Background: an optimization exercise with open tools, aiming at small area, a short achievable clock period and few clock cycles per item. Do not read the settings as production practice.
Where RTL was checked, it was by simulation tests only, not by an equivalence proof against the original.

== alpha ==
==> module piccolo128_dec, before the edit <==
module piccolo128_dec
(
  input  logic         clk,
  input  logic         reset,
  input  logic         start,
  input  logic [127:0] keyin,
  input  logic [63:0]  ciphertext,
  output logic         busy,
  output logic         done,
  output logic [63:0]  plaintext
);
  logic [127:0] r_key;
  logic [63:0]  r_s;
  logic [4:0]   r_c;           
  logic [15:0]  w_kin [8];
  logic [15:0]  w_k   [8];
  logic [3:0]   w_ksel;
  logic [31:0]  w_con;
  logic [15:0]  w_rk0, w_rk1;
  logic [63:0]  w_rnd;
  always_comb begin
    for (int j = 0; j < 8; j++) begin
      w_kin[j] = keyin[127-16*j -: 16];
      w_k[j]   = r_key[127-16*j -: 16];
    end
  end
  assign w_ksel = piccolo_pkg::ksel(r_c);
  assign w_con  = piccolo_pkg::con128(r_c);
  assign w_rk0  = w_k[{w_ksel[3:2], 1'b0}] ^ w_con[31:16];
  assign w_rk1  = w_k[{w_ksel[1:0], 1'b1}] ^ w_con[15:0];
  piccolo_round u_round (
    .x   (r_s),
    .rk0 (w_rk0),
    .rk1 (w_rk1),
    .y   (w_rnd)
  );
  assign plaintext = piccolo_pkg::rp(r_s) ^
                     {w_k[0][15:8], w_k[1][7:0], 16'h0, w_k[1][15:8], w_k[0][7:0], 16'h0};
  always_ff @(posedge clk) begin
    if (!busy) begin
      r_key <= keyin;
      r_s   <= ciphertext ^ {w_kin[4][15:8], w_kin[7][7:0], 16'h0,
                             w_kin[7][15:8], w_kin[4][7:0], 16'h0};
      r_c   <= 5'd31;
    end else begin
      r_s   <= piccolo_pkg::rp_inv(w_rnd);
      r_c   <= r_c - 5'd1;
    end
  end
  always_ff @(posedge clk) begin
    if (reset) begin
      busy <= 1'b0;
      done <= 1'b0;
    end else begin
      done <= busy && (r_c == 5'd1);
      if (!busy) busy <= start && !done;
      else if (r_c == 5'd1) busy <= 1'b0;
    end
  end
endmodule
export LEC_CHECK = 0
export CAP_MARGIN = 20
export CORE_MARGIN = 2
export CORE_UTILIZATION = 40
export SETUP_SLACK_MARGIN = 3.0
export SLEW_MARGIN = 20
create_clock -name core_clock -period 6.0 [get_ports {clk}]
run.sh (not shown) runs the stock make flow with config.mk's settings and CLKGATE_MAP_FILE= SYNTH_SCRIPT=/design/flow/synth_recipe.tcl, a recipe that flattens the netlist after the stock synthesis.
Inputs modified between alpha and beta:
--- a/flow/design.v
+++ b/flow/design.v
@@ -77,9 +77,9 @@
   logic [15:0]  w_k   [8];
   logic [3:0]   w_ksel;
   logic [31:0]  w_con;
   logic [15:0]  w_rk0, w_rk1;
-  logic [63:0]  w_rnd;
+  logic [63:0]  w_rnd, w_wk;
   always_comb begin
     for (int j = 0; j < 8; j++) begin
       w_kin[j] = keyin[127-16*j -: 16];
       w_k[j]   = r_key[127-16*j -: 16];
@@ -94,18 +94,19 @@
     .rk0 (w_rk0),
     .rk1 (w_rk1),
     .y   (w_rnd)
   );
-  assign plaintext = piccolo_pkg::rp(r_s) ^
-                     {w_k[0][15:8], w_k[1][7:0], 16'h0, w_k[1][15:8], w_k[0][7:0], 16'h0};
+  assign w_wk = (r_c == 5'd1) ?
+                {w_k[0][15:8], w_k[1][7:0], 16'h0, w_k[1][15:8], w_k[0][7:0], 16'h0} : 64'h0;
+  assign plaintext = piccolo_pkg::rp(r_s);
   always_ff @(posedge clk) begin
     if (!busy) begin
       r_key <= keyin;
       r_s   <= ciphertext ^ {w_kin[4][15:8], w_kin[7][7:0], 16'h0,
                              w_kin[7][15:8], w_kin[4][7:0], 16'h0};
       r_c   <= 5'd31;
     end else begin
-      r_s   <= piccolo_pkg::rp_inv(w_rnd);
+      r_s   <= piccolo_pkg::rp_inv(w_rnd ^ w_wk);
       r_c   <= r_c - 5'd1;
     end
   end
   always_ff @(posedge clk) begin
### Flow results
- In beta, the final cell count came out 50 above the value in alpha.
- In beta, required time at the endpoint of the critical path is lower than in alpha.
- alpha → beta: multi-input combinational cell count increased 63; synthesized instance count now sits higher; proportion of synthesized area in mux cells lost 4.1 points; final critical-path required period lower; first-pass GRT wire length -3.5%.
- Taking alpha as the reference, in beta wire length has decreased, worst setup slack went up 80 ps, setup fix buffers added after clock tree synthesis went down.
- beta vs. alpha: share of the synthesized area in compound gates (AO/OA/AOI/OAI) moved up; total non-filler cell area in the finished layout down about 3.4%.
- Number of gates resized after cts delta for beta relative to alpha: 15 lower
Testbench counts of beta, summed over its fixed seeds: cycles 8,440, blocks 256.
The RTL of alpha was laid out without a check of its function.

port drivers added, routing unchanged:
No port has a modelled driver above. Below, the same layouts with a new extraction and two added sets of constraints. Step 1 assumes that a clkbuf_16 drives the clock port and a buf_2 every other input. Step 2, shift: input delay + t, output delay - t, t = (earliest + latest rising clock arrival at the registers) / 2. This alone moves slack from input paths to output paths. Three values: ideal, step 1, step 2; two values: the first two.
| run | t, ns | setup slack, ns | worst hold slack (ns) | latest minus earliest clock arrival (ns) |
|---|---|---|---|---|
| alpha | 0.495 | 3.011 / 2.972 / 3.011 | 0.499 / 0.499 / 0.499 | 0.018 / 0.018 |
| beta | 0.485 | 3.092 / 3.061 / 3.092 | 0.488 / 0.488 / 0.488 | 0.017 / 0.017 |
After both steps setup and hold are still met in every run listed.
